Source: an optimization exercise on an open RTL-to-GDS flow (aim: small area). Production flows keep margins and buffers that such runs may drop.
In this exercise RTL edits were held to simulation tests only and were not proved equivalent to the original.
Power is estimated from default activity; no workload was simulated.

## fu_cfg_sequencer
module fu_cfg_sequencer #(
  parameter int CONFIG_ALL = 64,
  parameter int DEPTH      = 16,
  parameter int REP_W      = 8,
  parameter int LOOP_W     = 8,
  localparam int AW        = $clog2(DEPTH)
) (
  input  logic                  clk,
  input  logic                  rst,
  input  logic                  prog_we,
  input  logic [AW-1:0]         prog_addr,
  input  logic [CONFIG_ALL-1:0] prog_cfg,
  input  logic [REP_W-1:0]      prog_rep,
  input  logic                  start,
  input  logic [AW:0]           num_instr,
  input  logic [LOOP_W-1:0]     loop_cnt,
  input  logic                  stall,
  input  logic                  abort,
  output logic [CONFIG_ALL-1:0] config_o,
  output logic                  config_valid_o,
  output logic [AW-1:0]         pc_o,
  output logic                  busy_o,
  output logic                  done_o
);
  localparam int W = CONFIG_ALL + REP_W;
  logic [W-1:0]     mem [DEPTH];
  logic [DEPTH-1:0] valid_q;
  logic             run_q, fin_q;
  logic [AW-1:0]    pc_q;
  logic [AW-1:0]    num_q;      
  logic [REP_W-1:0] cnt_q;      
  logic [LOOP_W-1:0] loops_q;
  logic             idle;
  logic             num_ok;
  logic             go;
  logic             adv;
  logic [AW-1:0]    pc_inc;
  logic [W-1:0]     rd;
  logic [REP_W-1:0] rep_cur;
  logic             rep_done, is_last, loop_done;
  assign idle   = !run_q && !fin_q;
  assign num_ok = (num_instr != '0) && (num_instr <= (AW+1)'(DEPTH));
  assign go     = idle && start && !prog_we && num_ok;
  assign pc_inc = pc_q + 1'b1;
  always_ff @(posedge clk) begin
    if (idle && prog_we) mem[prog_addr] <= {prog_rep, prog_cfg};
  end
  always_ff @(posedge clk or posedge rst) begin
    if (rst) valid_q <= '0;
    else if (idle && prog_we) valid_q[prog_addr] <= 1'b1;
  end
  always_comb begin
    rd = '0;
    for (int i = 0; i < DEPTH; i++)
      if (pc_q == AW'(i) && valid_q[i]) rd = rd | mem[i];
  end
  assign rep_cur   = rd[W-1:CONFIG_ALL];
  assign rep_done  = (cnt_q == rep_cur);
  assign is_last   = (pc_inc == num_q);
  assign loop_done = (loops_q == '0);
  ...
For scale: roughly 2200 cells after synthesis, about 1200 flip-flops, about 170 I/O pins.
clock: 5.0 ns
lec_check: 0
cap_margin: 20
core_margin: 2
core_utilization: 40
cts_cluster_diameter: 100
cts_cluster_size: 25
slew_margin: 20
standard.sh (not shown) runs the stock make flow with config.mk's settings and CLKGATE_MAP_FILE= SYNTH_SCRIPT=/design/flow/synth_recipe.tcl, a recipe that flattens the netlist after the stock synthesis.
==> flow/flow/run.sh <==
#!/bin/bash
# Layout flow: the standard flow (standard synthesis, floorplan, power grid,
# placement, CTS, routing) with one change: the buffers that the standard flow
# puts on every input and output port are the small sky130_fd_sc_hd__buf_1
# instead of the default clkdlybuf4s50_1 that buffer_ports picks.
# The whole make run's output goes to flow_make.log in this folder.
set -uo pipefail
bash standard.sh "BUFFER_PORTS_ARGS=-buffer_cell sky130_fd_sc_hd__buf_1" finish > flow_make.log 2>&1
rc=$?
tail -n 40 flow_make.log
exit $rc
Rerun with:
==> flow/run.sh (new file) <==
#!/bin/bash
# synth_recipe.tcl (not shown) runs the flow's synth.tcl, then flattens the netlist and writes it again
# the make line also repeats each setting of config.mk as NAME=value (left out here)
make -C /OpenROAD-flow-scripts/flow DESIGN_CONFIG=/design/flow/config.mk WORK_HOME=/design/flow/orfs CLKGATE_MAP_FILE= SYNTH_SCRIPT=/design/flow/synth_recipe.tcl finish
--- a/flow/config.mk
+++ b/flow/config.mk
@@ -11,2 +10,0 @@
-export CTS_CLUSTER_DIAMETER = 100
-export CTS_CLUSTER_SIZE = 25
removed: flow/flow/run.sh
removed: flow/standard.sh
Result: Maximum frequency drops by 3.1%. Clock-buffer cell count climbs by 76. Global-route usage climbs by 0.80 points.


Setup of old:
fu_cfg_sequencer, a different RTL version from the one above (not shown whole).
Size: about 1200 flip-flops, ~170 I/O pins, ~42000 um2 of cells after synthesis.
export LEC_CHECK = 0
export CAP_MARGIN = 20
export CORE_MARGIN = 2
export CORE_UTILIZATION = 40
export CTS_CLUSTER_DIAMETER = 100
export CTS_CLUSTER_SIZE = 25
export SLEW_MARGIN = 20
export SYNTH_HIERARCHICAL = 1
create_clock -name core_clock -period 5.0 [get_ports {clk}]
==> flow/flow/run.sh <==
#!/bin/bash
# Layout flow: the standard flow (standard synthesis, floorplan, power grid,
# placement, CTS, routing) with one change: the buffers that the standard flow
# puts on every input and output port are the small sky130_fd_sc_hd__buf_1
# instead of the default clkdlybuf4s50_1 that buffer_ports picks.
# The whole make run's output goes to flow_make.log in this folder.
set -uo pipefail
bash standard.sh "BUFFER_PORTS_ARGS=-buffer_cell sky130_fd_sc_hd__buf_1" finish > flow_make.log 2>&1
rc=$?
tail -n 40 flow_make.log
exit $rc
Relative to old, the following input files were edited for new:
- a change of CTS_CLUSTER_DIAMETER from 100 to 80
- a change of CORE_UTILIZATION from 40 to 70
- a change of CTS_CLUSTER_SIZE from 25 to 30
- an added PLACE_DENSITY of 0.85
### Flow results
new — number of global-route vias before repair 5.7% higher, old as reference
Comparing old and new, the lower number of iterations in the first detailed-routing pass was measured on old.
Going from old to new, static leakage power shrinks by 1.3%.
The lower placer's final routability congestion estimate of old and new is in old.
Die span in x, old and new: lower on new
new vs old: final wirelength down in new
new vs old on clock power share: new is the lower one.
On new: wire length the detailed router placed on met1 is about 20% lower than what old gave.
Fraction of layout cells with a size suffix above 1 in new vs old: down 0.81 points
In new relative to old, non-filler instance count after layout had gone down by more than 10%.
new: no failed stages, no open violations at the end

[what the ideal ports hide]
The results above use ideal ports. As a check the final layouts listed here were re-extracted and re-timed, cells and wires unchanged. Step 1 assumes that a clkbuf_16 drives the clock port and a buf_2 every other input. Step 2 adds t to the input delays and takes it off the output delays; t is the mean of the earliest and latest rising clock arrival at the registers after step 1. Input paths then give back, and output paths get back, about the clock's delay inside the block. a / b / c = ideal ports / drivers / drivers and shift; a / b = the first two.
run | shift t [ns] | slack for setup (ns) | worst hold slack (ns) | clock arrival spread, ns
the first run of note 1 | 0.726 | 0.319 / 0.251 / 0.977 | 0.457 / 0.415 / 0.477 | 0.040 / 0.040
the second run of note 1 | 0.764 | 0.171 / 0.101 / 0.865 | 0.481 / 0.481 / 0.481 | 0.023 / 0.023
old | 0.718 | 0.407 / 0.334 / 0.977 | 0.425 / 0.380 / 0.486 | 0.023 / 0.024
new | 0.689 | 0.347 / 0.287 / 0.949 | 0.436 / 0.396 / 0.471 | 0.023 / 0.023
After both steps every run listed still meets setup and hold.
